This design comes from an exercise in tuning for small area, a short achievable clock period and few clock cycles per item on the open sky130 flow, not from production work. Only simulation tests tie the RTL to the original design; equivalence was not proved. Power and IR drop assume default switching activity.

== v51 ==
Design gated_pulse_count_accumulator, start of the top module:
module gated_pulse_count_accumulator (
	input  logic                             clk,
	input  logic                             arst_n,
	input  logic                             sample_valid,
	output logic                             sample_ready,
	input  logic [48:0]                      sample,
	output logic                             result_valid,
	input  logic                             result_ready,
	output logic [193:0]                     result,
	input  logic                             cfg_we,
	input  logic [gpca_pkg::CFG_IDX_W-1:0]   cfg_index,
	input  logic [gpca_pkg::CFG_DATA_W-1:0]  cfg_wdata
);
For scale: ~2,000 cells after synthesis, ~0.021 mm^2 of cells after synthesis.
export LEC_CHECK = 0
export CAP_MARGIN = 20
export CORE_MARGIN = 2
export CORE_UTILIZATION = 80
export CTS_BUF_LIST = sky130_fd_sc_hd__clkbuf_16
export CTS_CLUSTER_DIAMETER = 80
export CTS_CLUSTER_SIZE = 26
export PLACE_DENSITY = 0.9
export SLEW_MARGIN = 20
create_clock -name core_clock -period 11.0 [get_ports {clk}]
standard.sh (not shown) runs the stock make flow with config.mk's settings and CLKGATE_MAP_FILE= SYNTH_SCRIPT=/design/flow/synth_recipe.tcl, a recipe that flattens the netlist after the stock synthesis.
==> flow/flow/run.sh <==
#!/bin/bash
# Own layout flow: the standard layout (standard.sh, unchanged synthesis,
# floorplan, power grid, placement, CTS and routing) with two changes:
#  - ports are buffered with sky130_fd_sc_hd__buf_1 instead of the default
#    delay buffer;
#  - timing repair aims for extra setup slack (SETUP_SLACK_MARGIN).
# Each tool's full output stays in orfs/logs; make's output goes to standard.log.
set -euo pipefail
export BUFFER_PORTS_ARGS="-buffer_cell sky130_fd_sc_hd__buf_1"
export SETUP_SLACK_MARGIN=7.15
bash standard.sh > standard.log 2>&1
v51: no failed stages, no open violations at the end
Testbench counts of v51, summed over its fixed seeds: cycles 24,128, items 24,000.
[inputs] v41 vs v51
Settings: a change of PLACE_DENSITY from 0.9 to 0.85; a change of CORE_UTILIZATION from 80 to 70.
--- outcome ---
Via density per instance: v41 < v51. Measured against each other, v51 and v41 differ in initial cell density of the core, the lower figure coming from v41. Static leakage across v51 and v41: no real change. There was hardly any difference in worst hold slack between v41 and v51. According to the power report, total power for v41 is lower than for v51. Run comparison: v41 top cell class by occupied area flip-flops and latches; v51 top cell class by occupied area multi-input combinational cells. Summary: overall routed net length, v41 better than v51. The post-CTS setup repair buffer count of v41 is lower than that of v51. v41 vs v51 on data-path buffer share of cell area in the final layout: v41 is the higher one. For latest clock arrival within the worst-skew pair, v51 and v41 come out practically identical. The lower post-DP HPWL came out of v41.
--- input diff v41..v39 ---
Settings: PLACE_DENSITY: 0.85 -> 0.75; CTS_CLUSTER_SIZE: 26 -> 24; CORE_UTILIZATION: 70 -> 60.
diff --git a/flow/flow/run.sh b/flow/flow/run.sh
--- a/flow/flow/run.sh
+++ b/flow/flow/run.sh
@@ -10 +10 @@
-export SETUP_SLACK_MARGIN=7.15
+export SETUP_SLACK_MARGIN=7.0
==> comparison <==
Compared to v41, v39 shows a narrower setup margin. | wire length on met1 | higher: v39 |. In terms of total half-perimeter wirelength after legalization and detailed placement, v39 and v41 differ only marginally. The final reports for v39 and v41 show normalized max-slew margin lower in the former. [compare] base=v41 new=v39: die area shows an increase of about 16%, worst hold margin shows a reduction of 0.011 ns. Comparing v39 against v41, there is no change at all in maximum fanout along the worst path. v39 gives more number of antenna violations at the first check in global routing than v41 did. On length of routed met3 wiring: between v39 and v41, it ends up higher for v41.
Input changes introduced in v52 (baseline for comparison: v39):
Settings: swapping 60 for 70 in CORE_UTILIZATION; swapping 24 for 30 in CTS_CLUSTER_SIZE; swapping 0.75 for 0.85 in PLACE_DENSITY; swapping 80 for 100 in CTS_CLUSTER_DIAMETER.
diff --git a/flow/flow/run.sh b/flow/flow/run.sh
--- a/flow/flow/run.sh
+++ b/flow/flow/run.sh
@@ -10 +10 @@
-export SETUP_SLACK_MARGIN=7.0
+export SETUP_SLACK_MARGIN=7.15
==> notes.md <==
- Setup slack (higher): v52
- Summary of v52 over v39: clock transition time at the flip-flop clock pins of the worst setup and hold paths higher, placed instance count lost about 2.4%.
- The max-slew headroom at the worst pin in v52 sits 2.8 points above the value recorded for v39.
- v52 packs its core tighter than v39.
- Compare v39 and v52 | post-route standard cell area excluding fillers higher: v52
#### Input delta (v8 over v52)
Settings: a change of CTS_CLUSTER_SIZE from 30 to 26; a change of CTS_CLUSTER_DIAMETER from 100 to 80.
diff --git a/flow/flow/run.sh b/flow/flow/run.sh
--- a/flow/flow/run.sh
+++ b/flow/flow/run.sh
@@ -10 +10 @@
-export SETUP_SLACK_MARGIN=7.15
+export SETUP_SLACK_MARGIN=7.3
Notes after the runs:
Having completed the whole flow, v8 delivered a layout that passed the timing, DRC and antenna checks. Setup slack ends up higher on v52. In the flow results for v52 and v8, the area added between synthesis and finish is larger on v8. Cell count: v8 higher than v52. In v8 the via count of the first global-routing pass turned out about 1.5% higher than in v52. Against v52 as the reference, v8 delivers a higher time the worst path needs with I/O delays and setup. Clock distribution power (lower): v52.

gated_pulse_count_accumulator, a different RTL version from the one above (not shown whole).
Size in the first run: roughly 400 flip-flops, roughly 280 I/O pins, roughly 20000 um2 of cells after synthesis.
clock: 11.0 ns
lec_check: 0
cap_margin: 20
core_margin: 2
core_utilization: 60
cts_buf_list: sky130_fd_sc_hd__clkbuf_16
cts_cluster_diameter: 80
cts_cluster_size: 24
place_density: 0.75
slew_margin: 20
==> flow/flow/run.sh <==
#!/bin/bash
# Own layout flow: the standard layout (standard.sh, unchanged synthesis,
# floorplan, power grid, placement, CTS and routing) with two changes:
#  - ports are buffered with sky130_fd_sc_hd__buf_1 instead of the default
#    delay buffer;
#  - timing repair aims for extra setup slack (SETUP_SLACK_MARGIN).
# Each tool's full output stays in orfs/logs; make's output goes to standard.log.
set -euo pipefail
export BUFFER_PORTS_ARGS="-buffer_cell sky130_fd_sc_hd__buf_1"
export SETUP_SLACK_MARGIN=7.2
bash standard.sh > standard.log 2>&1
Testbench counts at the start, summed over its fixed seeds: cycles 24,128, items 24,000.
Edit:
- CORE_UTILIZATION: 60 -> 40
- CTS_BUF_LIST: sky130_fd_sc_hd__clkbuf_16 -> sky130_fd_sc_hd__clkbuf_8
- CTS_CLUSTER_DIAMETER: 80 -> not set
- CTS_CLUSTER_SIZE: 24 -> 32
- PLACE_DENSITY: 0.75 -> 0.6
Core utilization fell by 22 points.
Clock skew rose by 0.0074 ns.
Register-to-register slack gains 0.10 ns.
Cell area goes up by 3.6%.
Edit:
--- a/flow/flow/run.sh
+++ b/flow/flow/run.sh
@@ -3,3 +3,3 @@
 # floorplan, power grid, placement, CTS and routing) with two changes:
-#  - ports are buffered with sky130_fd_sc_hd__buf_1 instead of the default
+#  - ports are buffered with sky130_fd_sc_hd__buf_2 instead of the default
 #    delay buffer;
@@ -8,3 +8,3 @@
 set -euo pipefail
-export BUFFER_PORTS_ARGS="-buffer_cell sky130_fd_sc_hd__buf_1"
+export BUFFER_PORTS_ARGS="-buffer_cell sky130_fd_sc_hd__buf_2"
 export SETUP_SLACK_MARGIN=7.2
- CTS_BUF_LIST: sky130_fd_sc_hd__clkbuf_8 -> not set
- CTS_CLUSTER_SIZE: 32 -> not set
Final cell count fell slightly.
Synthesized cell count does not change.
Worst setup slack is worse by 0.043 ns.
Fmax fell slightly.
Sequential cell count stays the same.
Combinational power rose by a few percent.
Routed wire length rose slightly.
Worst hold slack is worse by 0.0030 ns.
Clock-buffer cell count fell by 29.
Non-clock buffer count rose by 5.
Edit:
==> flow/flow/run.sh (replaced) <==
#!/bin/bash
# Own layout flow: the standard layout (standard.sh, unchanged synthesis,
# floorplan, power grid, placement, CTS and routing) with two changes:
#  - ports are buffered with sky130_fd_sc_hd__buf_1 instead of the default
#    delay buffer;
#  - timing repair aims for extra setup slack (SETUP_SLACK_MARGIN).
# Each tool's full output stays in orfs/logs; make's output goes to standard.log.
set -euo pipefail
export BUFFER_PORTS_ARGS="-buffer_cell sky130_fd_sc_hd__buf_1"
export SETUP_SLACK_MARGIN=6.9
bash standard.sh > standard.log 2>&1
- CORE_UTILIZATION: 40 -> 60
- CTS_BUF_LIST: not set -> sky130_fd_sc_hd__clkbuf_16
- CTS_CLUSTER_DIAMETER: not set -> 80
- CTS_CLUSTER_SIZE: not set -> 24
- PLACE_DENSITY: 0.6 -> 0.75
Effect:
- via count falls slightly
- clock power fell by well over a third
- sequential power is about the same
- utilization climbs by 18 points
- power came out lower by about a fifth
- flip-flop and latch count stays the same
- worst setup slack is worse by 0.049 ns
- critical path depth is lower by 1
- final area shrinks by a little under a tenth
- combinational power decreases by a little under a tenth

==> separate check: timing with driven ports <==
No port has a modelled driver above. Below, the same layouts with a new extraction and two added sets of constraints. Step 1, drivers: a clkbuf_16 drives clk and a buf_2 each remaining input, both assumed. Step 2 adds t to the input delays and takes it off the output delays; t is the mean of the earliest and latest rising clock arrival at the registers after step 1. Input paths then give back, and output paths get back, about the clock's delay inside the block. Three values: ideal ports, drivers, drivers and shift; two values: the first two.
| run | shift t [ns] | slack for setup (ns) | worst setup path at the end |
|---|---|---|---|
| v51 | 0.589 | 7.147 / 7.170 / 6.581 | input to register |
| v41 | 0.587 | 7.162 / 7.166 / 6.580 | input to register |
| v39 | 0.587 | 7.078 / 7.103 / 6.516 | input to register |
| v52 | 0.585 | 7.205 / 7.226 / 6.645 | input to register |
| v8 | 0.583 | 7.106 / 7.106 / 6.711 | input to register |
| the first run of note 2 | 0.595 | 6.987 / 6.987 / 6.393 | input to register |
| the second run of note 2 | 0.681 | 7.042 / 7.041 / 6.359 | input to register |
| the third run of note 2 | 0.614 | 6.999 / 7.012 / 6.398 | input to register |
| the fourth run of note 2 | 0.581 | 6.950 / 6.981 / 6.399 | input to register |
After both steps every run listed still meets setup and hold. The setup slack of the second run of note 2, which loses most, moves by -0.001 ns with the drivers and by -0.683 ns with both steps.
